Source: an optimization exercise on an open RTL-to-GDS flow (aim: small area, a short achievable clock period and few clock cycles). Production flows keep margins and buffers that such runs may drop. The RTL was checked by simulation tests, not by an equivalence proof against the original design. Power and IR drop assume default switching activity.

==> branch maple: inputs <==
==> flow/design.v <==
package conv_pkg;
  localparam int CONV_H_W    = 6;
  localparam int CONV_CH_W   = 7;
  localparam int CONV_HK_W   = 3;
  localparam int CONV_ADDR_W = 20;
  typedef enum logic [1:0] {
    ST_IDLE  = 2'd0,
    ST_SETUP = 2'd1,
    ST_RUN   = 2'd2,
    ST_DONE  = 2'd3
  } state_e;
  localparam logic STRIDE_1 = 1'b0;
  localparam logic STRIDE_2 = 1'b1;
  localparam logic PAD_OFF  = 1'b0;
  localparam logic PAD_SAME = 1'b1;
  function automatic logic [15:0] out_dim(input logic [15:0] n, input logic [15:0] k,
                                          input logic [15:0] p, input logic s2);
    logic [15:0] span;
    span = n + p + p - k;
    out_dim = (span >> s2) + 16'd1;
  endfunction
endpackage
module conv_loop_ctr #(
  parameter int W = 8
) (
  input  logic         clk,
  input  logic         rst_n,
  input  logic         clr,
  input  logic         step,
  input  logic         cin,
  input  logic [W-1:0] limit,
  output logic [W-1:0] cnt,
  output logic         cout
);
  logic [W-1:0] cnt_q, cnt_d;
  logic         wrap;
  assign wrap = (cnt_q == limit);
  assign cout = cin & wrap;
  assign cnt  = cnt_q;
  always_comb begin
    cnt_d = cnt_q;
    if (clr) begin
      cnt_d = '0;
    end else if (step && cin) begin
      cnt_d = wrap ? '0 : cnt_q + 1'b1;
    end
  end
  always_ff @(posedge clk or negedge rst_n) begin
    if (!rst_n) cnt_q <= '0;
    else        cnt_q <= cnt_d;
  end
endmodule
module conv_loop_sequencer #(
  parameter int H_W    = conv_pkg::CONV_H_W,
  parameter int CH_W   = conv_pkg::CONV_CH_W,
  parameter int HK_W   = conv_pkg::CONV_HK_W,
  parameter int ADDR_W = conv_pkg::CONV_ADDR_W
) (
  input  logic              clk,
  input  logic              rst_n,
  input  logic              en,
  input  logic              start,
  input  logic [H_W-1:0]    H,
  input  logic [H_W-1:0]    W,
  input  logic [CH_W-1:0]   C,
  input  logic [CH_W-1:0]   K,
  input  logic [HK_W-1:0]   hk,
  input  logic              stride2,
  input  logic              pad_en,
  output logic              busy,
  output logic              cfg_err,
  output logic              m_valid,
  input  logic              m_ready,
  output logic [ADDR_W-1:0] act_addr,
  output logic [ADDR_W-1:0] wgt_addr,
  output logic [ADDR_W-1:0] out_addr,
  output logic              pad_zero,
  output logic              acc_first,
  output logic              acc_last,
  output logic              done
);
  logic        busy_q, setup_q, run_q, done_q, cfg_err_q;
  logic [5:0]  h_q, w_q;
  logic [6:0]  cm_q;                
  logic [6:0]  kd_q;                
  logic [1:0]  h2_q;                
  logic        hk0_q, s2_q, pad_q;
  logic [2:0]  ss_q;
  logic [12:0] dc_q;                
  logic [18:0] a_q;
  logic [12:0] p_q;
  logic [19:0] wgt_q, wb_q;
  logic [18:0] out_q;
  logic [2:0]  kx_q, ky_q;
  logic [6:0]  c_q;                 
  logic [7:0]  ix_q, iy_q;
  logic [7:0]  dy_q;
  logic        pz_q, npz_q, af_q, al_q;    
  logic        kxw_q, kyw_q, cw_q, oxw_q, oyw_q, kw_q;
  logic accept, acc_end, ld;
  assign accept  = en & start & ~busy_q;
  assign acc_end = setup_q & (ss_q == 3'd7);
  assign ld      = en & (acc_end | (run_q & m_ready));
  logic [1:0]  pp;
  logic [2:0]  hkm1;
  logic [12:0] nw1, nw2;
  logic [12:0] p0, dy, doy, ds;
  logic [7:0]  pneg, dwrap, dstep, tx, ty, wy, toy, xlast, ylast;
  logic        bx, by, cfg_bad, h_lt, w_lt;
  assign pp    = pad_q ? h2_q : 2'd0;
  assign hkm1  = {h2_q, 1'b0};
  assign bx    = s2_q & ~w_q[0];
  assign by    = s2_q & ~h_q[0];
  assign ds    = s2_q ? 13'd2 : 13'd1;
  always_comb begin
    case (h2_q)                                    
      2'd0:    dwrap = 8'd0;
      2'd1:    dwrap = 8'hFE;
      2'd2:    dwrap = 8'hFC;
      default: dwrap = 8'hFA;
    endcase
    case ({h2_q, s2_q})                            
      3'd0:    dstep = 8'd1;
      3'd1:    dstep = 8'd2;
      3'd2:    dstep = 8'hFF;
      3'd3:    dstep = 8'd0;
      3'd4:    dstep = 8'hFD;
      3'd5:    dstep = 8'hFE;
      3'd6:    dstep = 8'hFB;
      default: dstep = 8'hFC;
    endcase
    case (pp)                                      
      2'd0:    pneg = 8'd0;
      2'd1:    pneg = 8'hFF;
      2'd2:    pneg = 8'hFE;
      default: pneg = 8'hFD;
    endcase
    case ({pp, bx})                                
      3'd0:    tx = 8'hFF;
      3'd1:    tx = 8'hFE;
      3'd2:    tx = 8'd0;
      3'd3:    tx = 8'hFF;
      3'd4:    tx = 8'd1;
      3'd5:    tx = 8'd0;
      3'd6:    tx = 8'd2;
      default: tx = 8'd1;
    endcase
    case ({pp, by})
      3'd0:    ty = 8'hFF;
      3'd1:    ty = 8'hFE;
      3'd2:    ty = 8'd0;
      3'd3:    ty = 8'hFF;
      3'd4:    ty = 8'd1;
      3'd5:    ty = 8'd0;
      3'd6:    ty = 8'd2;
      default: ty = 8'd1;
    endcase
  end
  assign nw1   = {7'h7F, ~w_q};                                        
  assign nw2   = {6'h3F, ~w_q, 1'b0};                                  
  assign p0    = (pad_q & h2_q[0] ? nw1 : 13'd0) + (pad_q & h2_q[1] ? nw2 : 13'd0);   
  assign wy    = {2'b00, w_q} + dwrap;                                 
  assign dy    = {{5{wy[7]}}, wy};
  assign toy   = {5'd0, (pad_q ? 2'd0 : h2_q), bx} + 8'd1;
  assign doy   = {5'd0, (s2_q ? {2'b00, w_q} : 8'd0) + toy};
  assign xlast = {2'b00, w_q} + tx;                                    
  assign ylast = {2'b00, h_q} + ty;
  assign h_lt    = (h_q[5:3] == 3'd0) & (h_q[2:0] <= hkm1);            
  assign w_lt    = (w_q[5:3] == 3'd0) & (w_q[2:0] <= hkm1);
  assign cfg_bad = ~hk0_q | (h_q == 6'd0) | (w_q == 6'd0) | (cm_q == 7'd0) | (kd_q == 7'd0) |
                   (~pad_q & (h_lt | w_lt));
  logic be, kstep, lastb;
  assign be    = al_q;
  assign kstep = al_q & oxw_q & oyw_q;
  assign lastb = kstep & kw_q;
  logic [18:0] a_n, a_sum, op1;
  logic [19:0] wgt_inc;
  logic [2:0]  kx_n, ky_n;
  logic [6:0]  c_n;
  logic [7:0]  ix_n, iy_n, ex_n, ey_n, ixd, iyd;
  logic [12:0] da;
  logic        kxw_n, kyw_n, cw_n;
  always_comb begin
    kx_n  = kxw_q ? 3'd0 : kx_q + 3'd1;
    ky_n  = kxw_q ? (kyw_q ? 3'd0 : ky_q + 3'd1) : ky_q;
    c_n   = (kxw_q & kyw_q) ? (cw_q ? 7'd1 : c_q + 7'd1) : c_q;
    kxw_n = (kx_n == hkm1);
    kyw_n = (ky_n == hkm1);
    cw_n  = (c_n == cm_q);
    ixd   = !kxw_q ? 8'd1 : (!be ? dwrap : dstep);
    ix_n  = (be & oxw_q) ? pneg : ix_q + ixd;
    iyd   = !kyw_q ? 8'd1 : ((!be | !oxw_q) ? dwrap : dstep);
    iy_n  = !kxw_q ? iy_q : (kstep ? pneg : iy_q + iyd);
    ex_n  = ix_n - {2'b00, w_q};       
    ey_n  = iy_n - {2'b00, h_q};
    if (setup_q) begin
      op1 = (ss_q == 3'd0) ? 19'd0 : (ss_q[2] & ss_q[1]) ? a_q : {a_q[17:0], 1'b0};
      da  = ms_b;
    end else if (be) begin
      op1 = {{6{p_q[12]}}, p_q};
      da  = oxw_q ? doy : ds;
    end else begin
      op1 = a_q;
      da  = !kxw_q ? 13'd1 : (!kyw_q ? {{5{dy_q[7]}}, dy_q} : dc_q);
    end
    a_sum = op1 + {{6{da[12]}}, da};
    a_n   = (setup_q ? acc_end : kstep) ? {{6{p0[12]}}, p0} : a_sum;
    wgt_inc = wgt_q + 20'd1;
  end
  logic [12:0] ms_b;
  always_comb begin
    if (ss_q == 3'd6)      ms_b = h2_q[0] ? nw2 : 13'd0;
    else if (ss_q == 3'd7) ms_b = h2_q[1] ? {nw2[11:0], 1'b0} : 13'd0;
    else                   ms_b = h_q[5] ? {7'd0, w_q} : 13'd0;
  end
  always_ff @(posedge clk or negedge rst_n) begin
    if (!rst_n) begin
      busy_q    <= 1'b0;
      setup_q   <= 1'b0;
      run_q     <= 1'b0;
      done_q    <= 1'b0;
      cfg_err_q <= 1'b0;
    end else if (en) begin
      if (!busy_q) begin
        if (start) begin
          busy_q  <= 1'b1;
          setup_q <= 1'b1;
        end
      end else if (setup_q) begin
        if (ss_q == 3'd0) begin
          cfg_err_q <= cfg_bad;
          if (cfg_bad) begin
            busy_q  <= 1'b0;
            setup_q <= 1'b0;
          end
        end else if (ss_q == 3'd7) begin
          setup_q <= 1'b0;
          run_q   <= 1'b1;
        end
      end else if (run_q) begin
        if (m_ready && lastb) begin
          run_q  <= 1'b0;
          done_q <= 1'b1;
        end
      end else begin
        done_q <= 1'b0;
        busy_q <= 1'b0;
      end
    end
  end
  always_ff @(posedge clk) begin
    if (!busy_q)
      h_q <= H;
    else if (en && setup_q && !(ss_q[2] & ss_q[1]))
      h_q <= {h_q[4:0], h_q[5]};
  end
  always_ff @(posedge clk) begin
    if (!busy_q) begin
      w_q   <= W;
      h2_q  <= hk[2:1];
      hk0_q <= hk[0];
      s2_q  <= stride2;
      pad_q <= pad_en;
    end
  end
  always_ff @(posedge clk) begin
    if (!busy_q)
      cm_q <= C;
  end
  always_ff @(posedge clk) begin
    if (!busy_q)
      ss_q <= 3'd0;
    else if (en && setup_q)
      ss_q <= ss_q + 3'd1;
  end
  always_ff @(posedge clk) begin
    if (en && acc_end)
      dc_q <= a_sum[12:0];
  end
  always_ff @(posedge clk) begin
    if (setup_q)
      dy_q <= wy;
  end
  always_ff @(posedge clk) begin
    if (!busy_q)
      kd_q <= K;
    else if (ld && kstep && !setup_q)
      kd_q <= kd_q - 7'd1;
  end
  always_ff @(posedge clk) begin
    if (accept) begin
      kxw_q <= 1'b1;
      kyw_q <= 1'b1;
      cw_q  <= 1'b1;
      oxw_q <= 1'b1;
      oyw_q <= 1'b1;
      al_q  <= 1'b1;
    end else if (ld) begin
      kxw_q <= kxw_n;
      kyw_q <= kyw_n;
      cw_q  <= cw_n;
      oxw_q <= (ix_n == xlast);
      oyw_q <= (iy_n == ylast);
      al_q  <= kxw_n & kyw_n & cw_n;
    end
  end
  always_ff @(posedge clk) begin
    if (en && (setup_q || (run_q && m_ready)))
      a_q <= a_n;
  end
  always_ff @(posedge clk) begin
    if (ld) begin
      if (be)
        p_q <= a_n[12:0];
      wgt_q <= setup_q ? 20'd0 : (be & ~kstep) ? wb_q : wgt_inc;
      if (kstep) begin
        wb_q <= setup_q ? 20'd0 : wgt_inc;
        kw_q <= setup_q ? (kd_q == 7'd1) : (kd_q == 7'd2);
      end
      if (be)
        out_q <= setup_q ? 19'd0 : out_q + 19'd1;
      kx_q  <= kx_n;
      ky_q  <= ky_n;
      c_q   <= c_n;
      ix_q  <= ix_n;
      iy_q  <= iy_n;
      pz_q  <= ix_n[7] | ~ex_n[7] | iy_n[7] | ~ey_n[7];
      npz_q <= ~(ix_n[7] | ~ex_n[7] | iy_n[7] | ~ey_n[7]);
      af_q  <= be;
    end
  end
  assign busy      = busy_q;
  assign cfg_err   = cfg_err_q;
  assign m_valid   = run_q;
  assign done      = done_q;
  assign pad_zero  = pz_q;
  assign act_addr  = {1'b0, a_q[18:10] & {9{~pz_q}}, a_q[9:0] & {10{npz_q}}};
  assign wgt_addr  = wgt_q;
  assign out_addr  = {1'b0, out_q};
  assign acc_first = af_q;
  assign acc_last  = al_q;
endmodule
==> flow/flow/run.sh <==
#!/bin/bash
set -euo pipefail
bash standard.sh SETUP_SLACK_MARGIN=9.4 "BUFFER_PORTS_ARGS=-buffer_cell sky130_fd_sc_hd__buf_1" finish > standard_finish.log 2>&1
==> flow/standard.sh <==
#!/bin/bash
# synth_recipe.tcl (not shown) runs the flow's synth.tcl, then flattens the netlist and writes it again
# the make line also repeats each setting of config.mk as NAME=value (left out here)
make -C /OpenROAD-flow-scripts/flow DESIGN_CONFIG=/design/flow/config.mk WORK_HOME=/design/flow/orfs CLKGATE_MAP_FILE= SYNTH_SCRIPT=/design/flow/synth_recipe.tcl "${@:-finish}"
==> flow/config.mk <==
export PLATFORM = sky130hd
export DESIGN_NAME = conv_loop_sequencer
export DESIGN_NICKNAME = conv_loop_sequencer
export VERILOG_FILES = /design/flow/design.v
export SDC_FILE = /design/flow/constraint.sdc
export NUM_CORES = 4
export LEC_CHECK = 0
export CAP_MARGIN = 20
export CORE_MARGIN = 2
export CORE_UTILIZATION = 65
export CTS_BUF_LIST = sky130_fd_sc_hd__clkbuf_8
export CTS_CLUSTER_SIZE = 40
export SLEW_MARGIN = 20
export TNS_END_PERCENT = 0
==> flow/constraint.sdc <==
create_clock -name core_clock -period 13.0 [get_ports {clk}]
set_input_delay 2.6000 -clock core_clock [delete_from_list [all_inputs] [get_ports {clk}]]
set_output_delay 2.6000 -clock core_clock [all_outputs]
set_load 0.01 [all_outputs]
==> branch lagoon (differences from branch maple) <==
--- a/flow/design.v
+++ b/flow/design.v
@@ -212,5 +212,5 @@
     if (ss_q == 3'd6)      ms_b = h2_q[0] ? nw2 : 13'd0;
     else if (ss_q == 3'd7) ms_b = h2_q[1] ? {nw2[11:0], 1'b0} : 13'd0;
-    else                   ms_b = h_q[5] ? {7'd0, w_q} : 13'd0;
+    else                   ms_b = h_q[3'd5 - ss_q] ? {7'd0, w_q} : 13'd0;
   end
   always_ff @(posedge clk or negedge rst_n) begin
@@ -250,11 +250,6 @@
   end
   always_ff @(posedge clk) begin
-    if (!busy_q)
-      h_q <= H;
-    else if (en && setup_q && !(ss_q[2] & ss_q[1]))
-      h_q <= {h_q[4:0], h_q[5]};
-  end
-  always_ff @(posedge clk) begin
     if (!busy_q) begin
+      h_q   <= H;
       w_q   <= W;
       h2_q  <= hk[2:1];
==> flow/run.sh (new file) <==
#!/bin/bash
# synth_recipe.tcl (not shown) runs the flow's synth.tcl, then flattens the netlist and writes it again
# the make line also repeats each setting of config.mk as NAME=value (left out here)
make -C /OpenROAD-flow-scripts/flow DESIGN_CONFIG=/design/flow/config.mk WORK_HOME=/design/flow/orfs CLKGATE_MAP_FILE= SYNTH_SCRIPT=/design/flow/synth_recipe.tcl finish
CORE_UTILIZATION = 70   (was 65)
SETUP_SLACK_MARGIN = 5   (was unset)
removed: flow/flow/run.sh
removed: flow/standard.sh
==> impl_results.rst <==
.. list-table::
   :header-rows: 1

   * - Metric
     - Value
   * - Status
     - no timing/DRC/antenna violations
   * - Met1 usage in global routing
     - 43.2%
   * - DRC violation total after the first TritonRoute iteration
     - 1028
   * - Sequential share of the synthesized area
     - 45.1%
   * - Fraction of synthesized area in multiplexers
     - around 2.3%
   * - Sequential cell area share
     - 40.1%
# the run above: branch lagoon

==> impl_results.rst <==
.. list-table::
   :header-rows: 1

   * - Metric
     - Value
   * - Sequential cell area share
     - 39.7%
   * - Sequential share of the synthesized area
     - between 40% and 50%
   * - Leading power group
     - combinational cells
   * - Status
     - no timing/DRC/antenna violations
   * - Total congestion overflow
     - 0
   * - Fraction of synthesized area in multiplexers
     - around 3.7%
   * - Met1 usage in global routing
     - 40.9%
   * - DRC violation total after the first TritonRoute iteration
     - 767
# the run above: branch maple

Testbench counts of branch maple, summed over its fixed seeds: cycles 1,324,508.
Testbench counts of branch lagoon, summed over its fixed seeds: cycles 1,324,508.


==> inputs of run F <==
conv_loop_sequencer, a different RTL version from the one above (not shown whole).
Settings: LEC_CHECK=0, CAP_MARGIN=20, CORE_MARGIN=2, CORE_UTILIZATION=70, CTS_BUF_LIST=sky130_fd_sc_hd__clkbuf_8, CTS_CLUSTER_SIZE=40, SLEW_MARGIN=20; clock period 13.0 ns.
standard.sh (not shown) runs the stock make flow with config.mk's settings and CLKGATE_MAP_FILE= SYNTH_SCRIPT=/design/flow/synth_recipe.tcl, a recipe that flattens the netlist after the stock synthesis.
==> flow/flow/run.sh <==
#!/bin/bash
set -euo pipefail
bash standard.sh SETUP_SLACK_MARGIN=8.4 "BUFFER_PORTS_ARGS=-buffer_cell sky130_fd_sc_hd__buf_4" finish > standard_finish.log 2>&1
==> run Y (differences from run F) <==
==> flow/flow/run.sh (replaced) <==
#!/bin/bash
set -euo pipefail
bash standard.sh SETUP_SLACK_MARGIN=8.8 finish > standard_finish.log 2>&1
- CORE_UTILIZATION: 70 -> 60
- CTS_BUF_LIST: sky130_fd_sc_hd__clkbuf_8 -> not set
- CTS_CLUSTER_SIZE: 40 -> not set
==> run C (differences from run F) <==
==> flow/design.v, changed modules only <==
module conv_loop_sequencer #(
  parameter int H_W    = conv_pkg::CONV_H_W,
  parameter int CH_W   = conv_pkg::CONV_CH_W,
  parameter int HK_W   = conv_pkg::CONV_HK_W,
  parameter int ADDR_W = conv_pkg::CONV_ADDR_W
) (
  input  logic              clk,
  input  logic              rst_n,
  input  logic              en,
  input  logic              start,
  input  logic [H_W-1:0]    H,
  input  logic [H_W-1:0]    W,
  input  logic [CH_W-1:0]   C,
  input  logic [CH_W-1:0]   K,
  input  logic [HK_W-1:0]   hk,
  input  logic              stride2,
  input  logic              pad_en,
  output logic              busy,
  output logic              cfg_err,
  output logic              m_valid,
  input  logic              m_ready,
  output logic [ADDR_W-1:0] act_addr,
  output logic [ADDR_W-1:0] wgt_addr,
  output logic [ADDR_W-1:0] out_addr,
  output logic              pad_zero,
  output logic              acc_first,
  output logic              acc_last,
  output logic              done
);
  logic        busy_q, setup_q, run_q, done_q, cfg_err_q;
  logic [5:0]  h_q, w_q;
  logic [6:0]  cm_q;                
  logic [6:0]  kd_q;                
  logic [1:0]  h2_q;                
  logic        hk0_q, s2_q, pad_q;
  logic [2:0]  ss_q;
  logic [12:0] dc_q;                
  logic [18:0] a_q;
  logic [12:0] p_q;
  logic [19:0] wgt_q, wb_q;
  logic [18:0] out_q;
  logic [2:0]  kx_q, ky_q;
  logic [6:0]  c_q;                 
  logic [7:0]  ix_q, iy_q;
  logic [7:0]  dy_q;
  logic        pz_q, npz_q, af_q, al_q;    
  logic        kxw_q, kyw_q, cw_q, oxw_q, oyw_q, kw_q;
  logic accept, acc_end, ld;
  assign accept  = en & start & ~busy_q;
  assign acc_end = setup_q & (ss_q == 3'd7);
  assign ld      = en & (acc_end | (run_q & m_ready));
  logic [1:0]  pp;
  logic [2:0]  hkm1;
  logic [12:0] nw1, nw2;
  logic [12:0] p0, dy, doy, ds;
  logic [7:0]  pneg, dwrap, dstep, tx, ty, wy, toy, xlast, ylast;
  logic        bx, by, cfg_bad, h_lt, w_lt;
  assign pp    = pad_q ? h2_q : 2'd0;
  assign hkm1  = {h2_q, 1'b0};
  assign bx    = s2_q & ~w_q[0];
  assign by    = s2_q & ~h_q[0];
  assign ds    = s2_q ? 13'd2 : 13'd1;
  always_comb begin
    case (h2_q)                                    
      2'd0:    dwrap = 8'd0;
      2'd1:    dwrap = 8'hFE;
      2'd2:    dwrap = 8'hFC;
      default: dwrap = 8'hFA;
    endcase
    case ({h2_q, s2_q})                            
      3'd0:    dstep = 8'd1;
      3'd1:    dstep = 8'd2;
      3'd2:    dstep = 8'hFF;
      3'd3:    dstep = 8'd0;
      3'd4:    dstep = 8'hFD;
      3'd5:    dstep = 8'hFE;
      3'd6:    dstep = 8'hFB;
      default: dstep = 8'hFC;
    endcase
    case (pp)                                      
      2'd0:    pneg = 8'd0;
      2'd1:    pneg = 8'hFF;
      2'd2:    pneg = 8'hFE;
      default: pneg = 8'hFD;
    endcase
    case ({pp, bx})                                
      3'd0:    tx = 8'hFF;
      3'd1:    tx = 8'hFE;
      3'd2:    tx = 8'd0;
      3'd3:    tx = 8'hFF;
      3'd4:    tx = 8'd1;
      3'd5:    tx = 8'd0;
      3'd6:    tx = 8'd2;
      default: tx = 8'd1;
    endcase
    case ({pp, by})
      3'd0:    ty = 8'hFF;
      3'd1:    ty = 8'hFE;
      3'd2:    ty = 8'd0;
      3'd3:    ty = 8'hFF;
      3'd4:    ty = 8'd1;
      3'd5:    ty = 8'd0;
      3'd6:    ty = 8'd2;
      default: ty = 8'd1;
    endcase
  end
  assign nw1   = {7'h7F, ~w_q};                                        
  assign nw2   = {6'h3F, ~w_q, 1'b0};                                  
  assign p0    = (pad_q & h2_q[0] ? nw1 : 13'd0) + (pad_q & h2_q[1] ? nw2 : 13'd0);   
  assign wy    = {2'b00, w_q} + dwrap;                                 
  assign dy    = {{5{wy[7]}}, wy};
  assign toy   = {5'd0, (pad_q ? 2'd0 : h2_q), bx} + 8'd1;
  assign doy   = {5'd0, (s2_q ? {2'b00, w_q} : 8'd0) + toy};
  assign xlast = {2'b00, w_q} + tx;                                    
  assign ylast = {2'b00, h_q} + ty;
  assign h_lt    = (h_q[5:3] == 3'd0) & (h_q[2:0] <= hkm1);            
  assign w_lt    = (w_q[5:3] == 3'd0) & (w_q[2:0] <= hkm1);
  assign cfg_bad = ~hk0_q | (h_q == 6'd0) | (w_q == 6'd0) | (cm_q == 7'd0) | (kd_q == 7'd0) |
                   (~pad_q & (h_lt | w_lt));
  logic be, kstep, lastb;
  assign be    = al_q;
  assign kstep = al_q & oxw_q & oyw_q;
  assign lastb = kstep & kw_q;
  logic [18:0] a_n, a_sum, op1;
  logic [19:0] wgt_inc;
  logic [2:0]  kx_n, ky_n;
  logic [6:0]  c_n;
  logic [7:0]  ix_n, iy_n, ex_n, ey_n, ixd, iyd;
  logic [12:0] da;
  logic        kxw_n, kyw_n, cw_n;
  always_comb begin
    kx_n  = kxw_q ? 3'd0 : kx_q + 3'd1;
    ky_n  = kxw_q ? (kyw_q ? 3'd0 : ky_q + 3'd1) : ky_q;
    c_n   = (kxw_q & kyw_q) ? (cw_q ? 7'd1 : c_q + 7'd1) : c_q;
    kxw_n = (kx_n == hkm1);
    kyw_n = (ky_n == hkm1);
    cw_n  = (c_n == cm_q);
    ixd   = !kxw_q ? 8'd1 : (!be ? dwrap : dstep);
    ix_n  = (be & oxw_q) ? pneg : ix_q + ixd;
    iyd   = !kyw_q ? 8'd1 : ((!be | !oxw_q) ? dwrap : dstep);
    iy_n  = !kxw_q ? iy_q : (kstep ? pneg : iy_q + iyd);
    ex_n  = ix_n - {2'b00, w_q};       
    ey_n  = iy_n - {2'b00, h_q};
    if (setup_q) begin
      op1 = (ss_q == 3'd0) ? 19'd0 : (ss_q[2] & ss_q[1]) ? a_q : {a_q[17:0], 1'b0};
      da  = ms_b;
    end else if (be) begin
      op1 = {{6{p_q[12]}}, p_q};
      da  = oxw_q ? doy : ds;
    end else begin
      op1 = a_q;
      da  = !kxw_q ? 13'd1 : (!kyw_q ? {{5{dy_q[7]}}, dy_q} : dc_q);
    end
    a_sum = op1 + {{6{da[12]}}, da};
    a_n   = (setup_q ? acc_end : kstep) ? {{6{p0[12]}}, p0} : a_sum;
    wgt_inc = wgt_q + 20'd1;
  end
  logic [12:0] ms_b;
  always_comb begin
    if (ss_q == 3'd6)      ms_b = h2_q[0] ? nw2 : 13'd0;
    else if (ss_q == 3'd7) ms_b = h2_q[1] ? {nw2[11:0], 1'b0} : 13'd0;
    else                   ms_b = h_q[3'd5 - ss_q] ? {7'd0, w_q} : 13'd0;
  end
  always_ff @(posedge clk or negedge rst_n) begin
    if (!rst_n) begin
      busy_q    <= 1'b0;
      setup_q   <= 1'b0;
      run_q     <= 1'b0;
      done_q    <= 1'b0;
      cfg_err_q <= 1'b0;
    end else if (en) begin
      if (!busy_q) begin
        if (start) begin
          busy_q  <= 1'b1;
          setup_q <= 1'b1;
        end
      end else if (setup_q) begin
        if (ss_q == 3'd0) begin
          cfg_err_q <= cfg_bad;
          if (cfg_bad) begin
            busy_q  <= 1'b0;
            setup_q <= 1'b0;
          end
        end else if (ss_q == 3'd7) begin
          setup_q <= 1'b0;
          run_q   <= 1'b1;
        end
      end else if (run_q) begin
        if (m_ready && lastb) begin
          run_q  <= 1'b0;
          done_q <= 1'b1;
        end
      end else begin
        done_q <= 1'b0;
        busy_q <= 1'b0;
      end
    end
  end
  always_ff @(posedge clk) begin
    if (!busy_q) begin
      h_q   <= H;
      w_q   <= W;
      h2_q  <= hk[2:1];
      hk0_q <= hk[0];
      s2_q  <= stride2;
      pad_q <= pad_en;
    end
  end
  always_ff @(posedge clk) begin
    if (!busy_q)
      cm_q <= C;
  end
  always_ff @(posedge clk) begin
    if (!busy_q)
      ss_q <= 3'd0;
    else if (en && setup_q)
      ss_q <= ss_q + 3'd1;
  end
  always_ff @(posedge clk) begin
    if (en && acc_end)
      dc_q <= a_sum[12:0];
  end
  always_ff @(posedge clk) begin
    if (setup_q)
      dy_q <= wy;
  end
  always_ff @(posedge clk) begin
    if (!busy_q)
      kd_q <= K;
    else if (ld && kstep && !setup_q)
      kd_q <= kd_q - 7'd1;
  end
  always_ff @(posedge clk) begin
    if (accept) begin
      kxw_q <= 1'b1;
      kyw_q <= 1'b1;
      cw_q  <= 1'b1;
      oxw_q <= 1'b1;
      oyw_q <= 1'b1;
      al_q  <= 1'b1;
    end else if (ld) begin
      kxw_q <= kxw_n;
      kyw_q <= kyw_n;
      cw_q  <= cw_n;
      oxw_q <= (ix_n == xlast);
      oyw_q <= (iy_n == ylast);
      al_q  <= kxw_n & kyw_n & cw_n;
    end
  end
  always_ff @(posedge clk) begin
    if (en && (setup_q || (run_q && m_ready)))
      a_q <= a_n;
  end
  always_ff @(posedge clk) begin
    if (ld) begin
      if (be)
        p_q <= a_n[12:0];
      wgt_q <= setup_q ? 20'd0 : (be & ~kstep) ? wb_q : wgt_inc;
      if (kstep) begin
        wb_q <= setup_q ? 20'd0 : wgt_inc;
        kw_q <= setup_q ? (kd_q == 7'd1) : (kd_q == 7'd2);
      end
      if (be)
        out_q <= setup_q ? 19'd0 : out_q + 19'd1;
      kx_q  <= kx_n;
      ky_q  <= ky_n;
      c_q   <= c_n;
      ix_q  <= ix_n;
      iy_q  <= iy_n;
      pz_q  <= ix_n[7] | ~ex_n[7] | iy_n[7] | ~ey_n[7];
      npz_q <= ~(ix_n[7] | ~ex_n[7] | iy_n[7] | ~ey_n[7]);
      af_q  <= be;
    end
  end
  assign busy      = busy_q;
  assign cfg_err   = cfg_err_q;
  assign m_valid   = run_q;
  assign done      = done_q;
  assign pad_zero  = pz_q;
  assign act_addr  = {1'b0, a_q[18:10] & {9{~pz_q}}, a_q[9:0] & {10{npz_q}}};
  assign wgt_addr  = wgt_q;
  assign out_addr  = {1'b0, out_q};
  assign acc_first = af_q;
  assign acc_last  = al_q;
endmodule
==> flow/flow/run.sh (replaced) <==
#!/bin/bash
set -euo pipefail
bash standard.sh SETUP_SLACK_MARGIN=9.4 "BUFFER_PORTS_ARGS=-buffer_cell sky130_fd_sc_hd__buf_1" finish > standard_finish.log 2>&1
- TNS_END_PERCENT: not set -> 0
==> run M (differences from run F) <==
==> flow/design.v, changed modules only <==
module conv_loop_sequencer #(
  parameter int H_W    = conv_pkg::CONV_H_W,
  parameter int CH_W   = conv_pkg::CONV_CH_W,
  parameter int HK_W   = conv_pkg::CONV_HK_W,
  parameter int ADDR_W = conv_pkg::CONV_ADDR_W
) (
  input  logic              clk,
  input  logic              rst_n,
  input  logic              en,
  input  logic              start,
  input  logic [H_W-1:0]    H,
  input  logic [H_W-1:0]    W,
  input  logic [CH_W-1:0]   C,
  input  logic [CH_W-1:0]   K,
  input  logic [HK_W-1:0]   hk,
  input  logic              stride2,
  input  logic              pad_en,
  output logic              busy,
  output logic              cfg_err,
  output logic              m_valid,
  input  logic              m_ready,
  output logic [ADDR_W-1:0] act_addr,
  output logic [ADDR_W-1:0] wgt_addr,
  output logic [ADDR_W-1:0] out_addr,
  output logic              pad_zero,
  output logic              acc_first,
  output logic              acc_last,
  output logic              done
);
  logic        busy_q, setup_q, run_q, done_q, cfg_err_q;
  logic [5:0]  h_q, w_q;
  logic [6:0]  cm_q;                
  logic [6:0]  kd_q;                
  logic [1:0]  h2_q;                
  logic        hk0_q, s2_q, pad_q;
  logic [2:0]  ss_q;
  logic [12:0] dc_q;                
  logic [18:0] a_q;
  logic [12:0] p_q;
  logic [19:0] wgt_q, wb_q;
  logic [18:0] out_q;
  logic [2:0]  kx_q, ky_q;
  logic [6:0]  c_q;
  logic [7:0]  ix_q, iy_q;
  logic [7:0]  dy_q;
  logic        pz_q, af_q, al_q;
  logic        kxw_q, kyw_q, cw_q, oxw_q, oyw_q, kw_q;
  logic accept, acc_end, ld;
  assign accept  = en & start & ~busy_q;
  assign acc_end = setup_q & (ss_q == 3'd7);
  assign ld      = en & (acc_end | (run_q & m_ready));
  logic [1:0]  pp;
  logic [2:0]  hkm1;
  logic [12:0] nw1, nw2;
  logic [12:0] p0, dy, doy, ds;
  logic [7:0]  pneg, dwrap, dstep, tx, ty, wy, toy, xlast, ylast;
  logic        bx, by, cfg_bad, h_lt, w_lt;
  assign pp    = pad_q ? h2_q : 2'd0;
  assign hkm1  = {h2_q, 1'b0};
  assign bx    = s2_q & ~w_q[0];
  assign by    = s2_q & ~h_q[0];
  assign ds    = s2_q ? 13'd2 : 13'd1;
  always_comb begin
    case (h2_q)                                    
      2'd0:    dwrap = 8'd0;
      2'd1:    dwrap = 8'hFE;
      2'd2:    dwrap = 8'hFC;
      default: dwrap = 8'hFA;
    endcase
    case ({h2_q, s2_q})                            
      3'd0:    dstep = 8'd1;
      3'd1:    dstep = 8'd2;
      3'd2:    dstep = 8'hFF;
      3'd3:    dstep = 8'd0;
      3'd4:    dstep = 8'hFD;
      3'd5:    dstep = 8'hFE;
      3'd6:    dstep = 8'hFB;
      default: dstep = 8'hFC;
    endcase
    case (pp)                                      
      2'd0:    pneg = 8'd0;
      2'd1:    pneg = 8'hFF;
      2'd2:    pneg = 8'hFE;
      default: pneg = 8'hFD;
    endcase
    case ({pp, bx})                                
      3'd0:    tx = 8'hFF;
      3'd1:    tx = 8'hFE;
      3'd2:    tx = 8'd0;
      3'd3:    tx = 8'hFF;
      3'd4:    tx = 8'd1;
      3'd5:    tx = 8'd0;
      3'd6:    tx = 8'd2;
      default: tx = 8'd1;
    endcase
    case ({pp, by})
      3'd0:    ty = 8'hFF;
      3'd1:    ty = 8'hFE;
      3'd2:    ty = 8'd0;
      3'd3:    ty = 8'hFF;
      3'd4:    ty = 8'd1;
      3'd5:    ty = 8'd0;
      3'd6:    ty = 8'd2;
      default: ty = 8'd1;
    endcase
  end
  assign nw1   = {7'h7F, ~w_q};                                        
  assign nw2   = {6'h3F, ~w_q, 1'b0};                                  
  assign p0    = (pad_q & h2_q[0] ? nw1 : 13'd0) + (pad_q & h2_q[1] ? nw2 : 13'd0);   
  assign wy    = {2'b00, w_q} + dwrap;                                 
  assign dy    = {{5{wy[7]}}, wy};
  assign toy   = {5'd0, (pad_q ? 2'd0 : h2_q), bx} + 8'd1;
  assign doy   = {5'd0, (s2_q ? {2'b00, w_q} : 8'd0) + toy};
  assign xlast = {2'b00, w_q} + tx;                                    
  assign ylast = {2'b00, h_q} + ty;
  assign h_lt    = (h_q[5:3] == 3'd0) & (h_q[2:0] <= hkm1);            
  assign w_lt    = (w_q[5:3] == 3'd0) & (w_q[2:0] <= hkm1);
  assign cfg_bad = ~hk0_q | (h_q == 6'd0) | (w_q == 6'd0) | (cm_q == 7'd0) | (kd_q == 7'd0) |
                   (~pad_q & (h_lt | w_lt));
  logic be, kstep, lastb;
  assign be    = al_q;
  assign kstep = al_q & oxw_q & oyw_q;
  assign lastb = kstep & kw_q;
  logic [18:0] a_n, a_sum, op1;
  logic [19:0] wgt_inc;
  logic [2:0]  kx_n, ky_n;
  logic [6:0]  c_n;
  logic [7:0]  ix_n, iy_n, ex_n, ey_n, ixd, iyd;
  logic [12:0] da;
  logic        kxw_n, kyw_n, cw_n;
  always_comb begin
    kx_n  = kxw_q ? 3'd0 : kx_q + 3'd1;
    ky_n  = kxw_q ? (kyw_q ? 3'd0 : ky_q + 3'd1) : ky_q;
    c_n   = (kxw_q & kyw_q) ? (cw_q ? 7'd0 : c_q + 7'd1) : c_q;
    kxw_n = (kx_n == hkm1);
    kyw_n = (ky_n == hkm1);
    cw_n  = (c_n == cm_q);
    ixd   = !kxw_q ? 8'd1 : (!be ? dwrap : dstep);
    ix_n  = (be & oxw_q) ? pneg : ix_q + ixd;
    iyd   = !kyw_q ? 8'd1 : ((!be | !oxw_q) ? dwrap : dstep);
    iy_n  = !kxw_q ? iy_q : (kstep ? pneg : iy_q + iyd);
    ex_n  = ix_n - {2'b00, w_q};       
    ey_n  = iy_n - {2'b00, h_q};
    if (setup_q) begin
      op1 = (ss_q == 3'd0) ? 19'd0 : (ss_q[2] & ss_q[1]) ? a_q : {a_q[17:0], 1'b0};
      da  = ms_b;
    end else if (be) begin
      op1 = {{6{p_q[12]}}, p_q};
      da  = oxw_q ? doy : ds;
    end else begin
      op1 = a_q;
      da  = !kxw_q ? 13'd1 : (!kyw_q ? {{5{dy_q[7]}}, dy_q} : dc_q);
    end
    a_sum = op1 + {{6{da[12]}}, da};
    a_n   = (setup_q ? acc_end : kstep) ? {{6{p0[12]}}, p0} : a_sum;
    wgt_inc = wgt_q + 20'd1;
  end
  logic [12:0] ms_b;
  always_comb begin
    if (ss_q == 3'd6)      ms_b = h2_q[0] ? nw2 : 13'd0;
    else if (ss_q == 3'd7) ms_b = h2_q[1] ? {nw2[11:0], 1'b0} : 13'd0;
    else                   ms_b = h_q[3'd5 - ss_q] ? {7'd0, w_q} : 13'd0;
  end
  always_ff @(posedge clk or negedge rst_n) begin
    if (!rst_n) begin
      busy_q    <= 1'b0;
      setup_q   <= 1'b0;
      run_q     <= 1'b0;
      done_q    <= 1'b0;
      cfg_err_q <= 1'b0;
    end else if (en) begin
      if (!busy_q) begin
        if (start) begin
          busy_q  <= 1'b1;
          setup_q <= 1'b1;
        end
      end else if (setup_q) begin
        if (ss_q == 3'd0) begin
          cfg_err_q <= cfg_bad;
          if (cfg_bad) begin
            busy_q  <= 1'b0;
            setup_q <= 1'b0;
          end
        end else if (ss_q == 3'd7) begin
          setup_q <= 1'b0;
          run_q   <= 1'b1;
        end
      end else if (run_q) begin
        if (m_ready && lastb) begin
          run_q  <= 1'b0;
          done_q <= 1'b1;
        end
      end else begin
        done_q <= 1'b0;
        busy_q <= 1'b0;
      end
    end
  end
  always_ff @(posedge clk) begin
    if (!busy_q) begin
      h_q   <= H;
      w_q   <= W;
      h2_q  <= hk[2:1];
      hk0_q <= hk[0];
      s2_q  <= stride2;
      pad_q <= pad_en;
    end
  end
  always_ff @(posedge clk) begin
    if (!busy_q)
      cm_q <= C;
    else if (en && setup_q && ss_q == 3'd0)
      cm_q <= cm_q - 7'd1;
  end
  always_ff @(posedge clk) begin
    if (!busy_q)
      ss_q <= 3'd0;
    else if (en && setup_q)
      ss_q <= ss_q + 3'd1;
  end
  always_ff @(posedge clk) begin
    if (en && acc_end)
      dc_q <= a_sum[12:0];
  end
  always_ff @(posedge clk) begin
    if (setup_q)
      dy_q <= wy;
  end
  always_ff @(posedge clk) begin
    if (!busy_q)
      kd_q <= K;
    else if (ld && kstep && !setup_q)
      kd_q <= kd_q - 7'd1;
  end
  always_ff @(posedge clk) begin
    if (accept) begin
      kxw_q <= 1'b1;
      kyw_q <= 1'b1;
      cw_q  <= 1'b1;
      oxw_q <= 1'b1;
      oyw_q <= 1'b1;
      al_q  <= 1'b1;
    end else if (ld) begin
      kxw_q <= kxw_n;
      kyw_q <= kyw_n;
      cw_q  <= cw_n;
      oxw_q <= (ix_n == xlast);
      oyw_q <= (iy_n == ylast);
      al_q  <= kxw_n & kyw_n & cw_n;
    end
  end
  always_ff @(posedge clk) begin
    if (en && (setup_q || (run_q && m_ready)))
      a_q <= a_n;
  end
  always_ff @(posedge clk) begin
    if (ld) begin
      if (be)
        p_q <= a_n[12:0];
      wgt_q <= setup_q ? 20'd0 : (be & ~kstep) ? wb_q : wgt_inc;
      if (kstep) begin
        wb_q <= setup_q ? 20'd0 : wgt_inc;
        kw_q <= setup_q ? (kd_q == 7'd1) : (kd_q == 7'd2);
      end
      if (be)
        out_q <= setup_q ? 19'd0 : out_q + 19'd1;
      kx_q  <= kx_n;
      ky_q  <= ky_n;
      c_q   <= c_n;
      ix_q  <= ix_n;
      iy_q  <= iy_n;
      pz_q  <= ix_n[7] | ~ex_n[7] | iy_n[7] | ~ey_n[7];
      af_q  <= be;
    end
  end
  assign busy      = busy_q;
  assign cfg_err   = cfg_err_q;
  assign m_valid   = run_q;
  assign done      = done_q;
  assign pad_zero  = pz_q;
  assign act_addr  = {1'b0, a_q & {19{~pz_q}}};
  assign wgt_addr  = wgt_q;
  assign out_addr  = {1'b0, out_q};
  assign acc_first = af_q;
  assign acc_last  = al_q;
endmodule
==> flow/flow/run.sh (replaced) <==
#!/bin/bash
set -euo pipefail
bash standard.sh SETUP_SLACK_MARGIN=8.8 "BUFFER_PORTS_ARGS=-buffer_cell sky130_fd_sc_hd__buf_4" finish > standard_finish.log 2>&1
==> notes.md <==
Area fraction of clock buffers and clock inverters: run C 2.61%; run F 2.83%; run M 2.61%; run Y 3.71%
Post-layout util: run C 80.5%; run F 82.1%; run M 79.6%; run Y 75.7%
Logic gate share of total power: run C 58.5%; run F 60.9%; run M 58.4%; run Y 63.8%
# placed instances: run C 1507; run F 1544; run M 1575; run Y 1590
Global-route wire length before repair: run C 46.7 mm; run F 47.1 mm; run M 49.9 mm; run Y 49.6 mm
Xor/xnor cell area share of the yosys netlist: run C 8.48%; run F 8.41%; run M 8.07%; run Y 8.41%
Worst path setup slack after routing: run C 9.00 ns; run F 8.47 ns; run M 8.96 ns; run Y 8.55 ns
Fraction of area in multi-input gates: run C 48.3%; run F 46.4%; run M 48.1%; run Y 44.7%
Actual transition at the worst max-transition pin: run C 0.999 ns; run F 1.01 ns; run M 0.886 ns; run Y 0.874 ns
Maximum number of pins on one net before global-route repair: run C 76; run F 73; run M 86; run Y 42
Vias in the first global route: run C 9168; run F 9484; run M 10058; run Y 9728
Register bit total from synthesis: run C 190; run F 181; run M 189; run Y 181
Area inside the core boundary: run C 0.0173 mm2; run F 0.0172 mm2; run M 0.0180 mm2; run Y 0.0201 mm2
Setup Skew: run C 0.00954 ns; run F 0.0139 ns; run M 0.0203 ns; run Y 0.0110 ns
Total power density per cell area: run C 258 mW/mm2; run F 293 mW/mm2; run M 254 mW/mm2; run Y 308 mW/mm2
Filler Cell Count: run C 1095; run F 1070; run M 1204; run Y 1375
Leakage power: run C 5.25 nW; run F 5.65 nW; run M 5.69 nW; run Y 5.96 nW
Net switching fraction of the power: run C 43.9%; run F 45.8%; run M 43.9%; run Y 44.3%
R2r setup slk: run C 9.01 ns; run F 8.47 ns; run M 8.96 ns; run Y 8.55 ns
Standard cell area after detailed placement: run C 0.0130 mm2; run F 0.0131 mm2; run M 0.0137 mm2; run Y 0.0134 mm2
Largest stage delay on the critical path: run C 0.43 ns; run F 0.60 ns; run M 0.45 ns; run Y 0.45 ns
Result of the run: run C complete, no violations; run F complete, no violations; run M complete, no violations; run Y complete, no violations
Clock input transition at the sequential cells of the worst setup and hold paths: run C 0.10 ns; run F 0.10 ns; run M 0.10 ns; run Y 0.08 ns
Startpoint of the worst hold path: run C al_q; run F cfg_err_q; run M kyw_q; run Y ss_q[2]
Final non-filler cell total: run C 1563; run F 1623; run M 1620; run Y 1711
Clock buf count: run C 17; run F 17; run M 18; run Y 17
Met3 capacity usage during global routing: run C 5.15%; run F 4.33%; run M 3.99%; run Y 4.59%
Testbench counts of run F, summed over its fixed seeds: cycles 1,324,508.
Testbench counts of run Y, summed over its fixed seeds: cycles 1,324,508.
Testbench counts of run C, summed over its fixed seeds: cycles 1,324,508.
Testbench counts of run M, summed over its fixed seeds: cycles 1,324,508.

what the ideal ports hide:
The flow's constraints put no driver on any port. The routed layouts listed below were extracted and timed again, unchanged, in two steps. Step 1 sets driving cells, clkbuf_16 on the clock port and buf_2 on the other inputs (assumed; they add their load-dependent delay and slew). Step 2 times the ports against the registers' clock, not the clock port: input delays grow and output delays shrink by t, the midpoint of the rising clock arrivals with the driver on. a / b / c = ideal ports / drivers / drivers and shift; a / b = the first two.
run	t, ns	setup slack, ns	worst setup path after step 2	latest minus earliest clock arrival (ns)
branch maple	0.518	9.029 / 8.986 / 8.639	input to register	0.023 / 0.023
branch lagoon	0.516	7.966 / 7.966 / 7.810	input to register	0.015 / 0.015
run F	0.510	8.475 / 8.475 / 8.462	input to register	0.016 / 0.016
run Y	0.488	8.548 / 8.548 / 8.492	input to register	0.014 / 0.014
run C	0.524	9.003 / 8.962 / 8.728	input to register	0.010 / 0.010
run M	0.516	8.956 / 8.956 / 8.696	input to register	0.022 / 0.022
After both steps every run listed still meets setup and hold. The setup slack of branch maple, which loses most, moves by -0.043 ns with the drivers and by -0.390 ns with both steps.
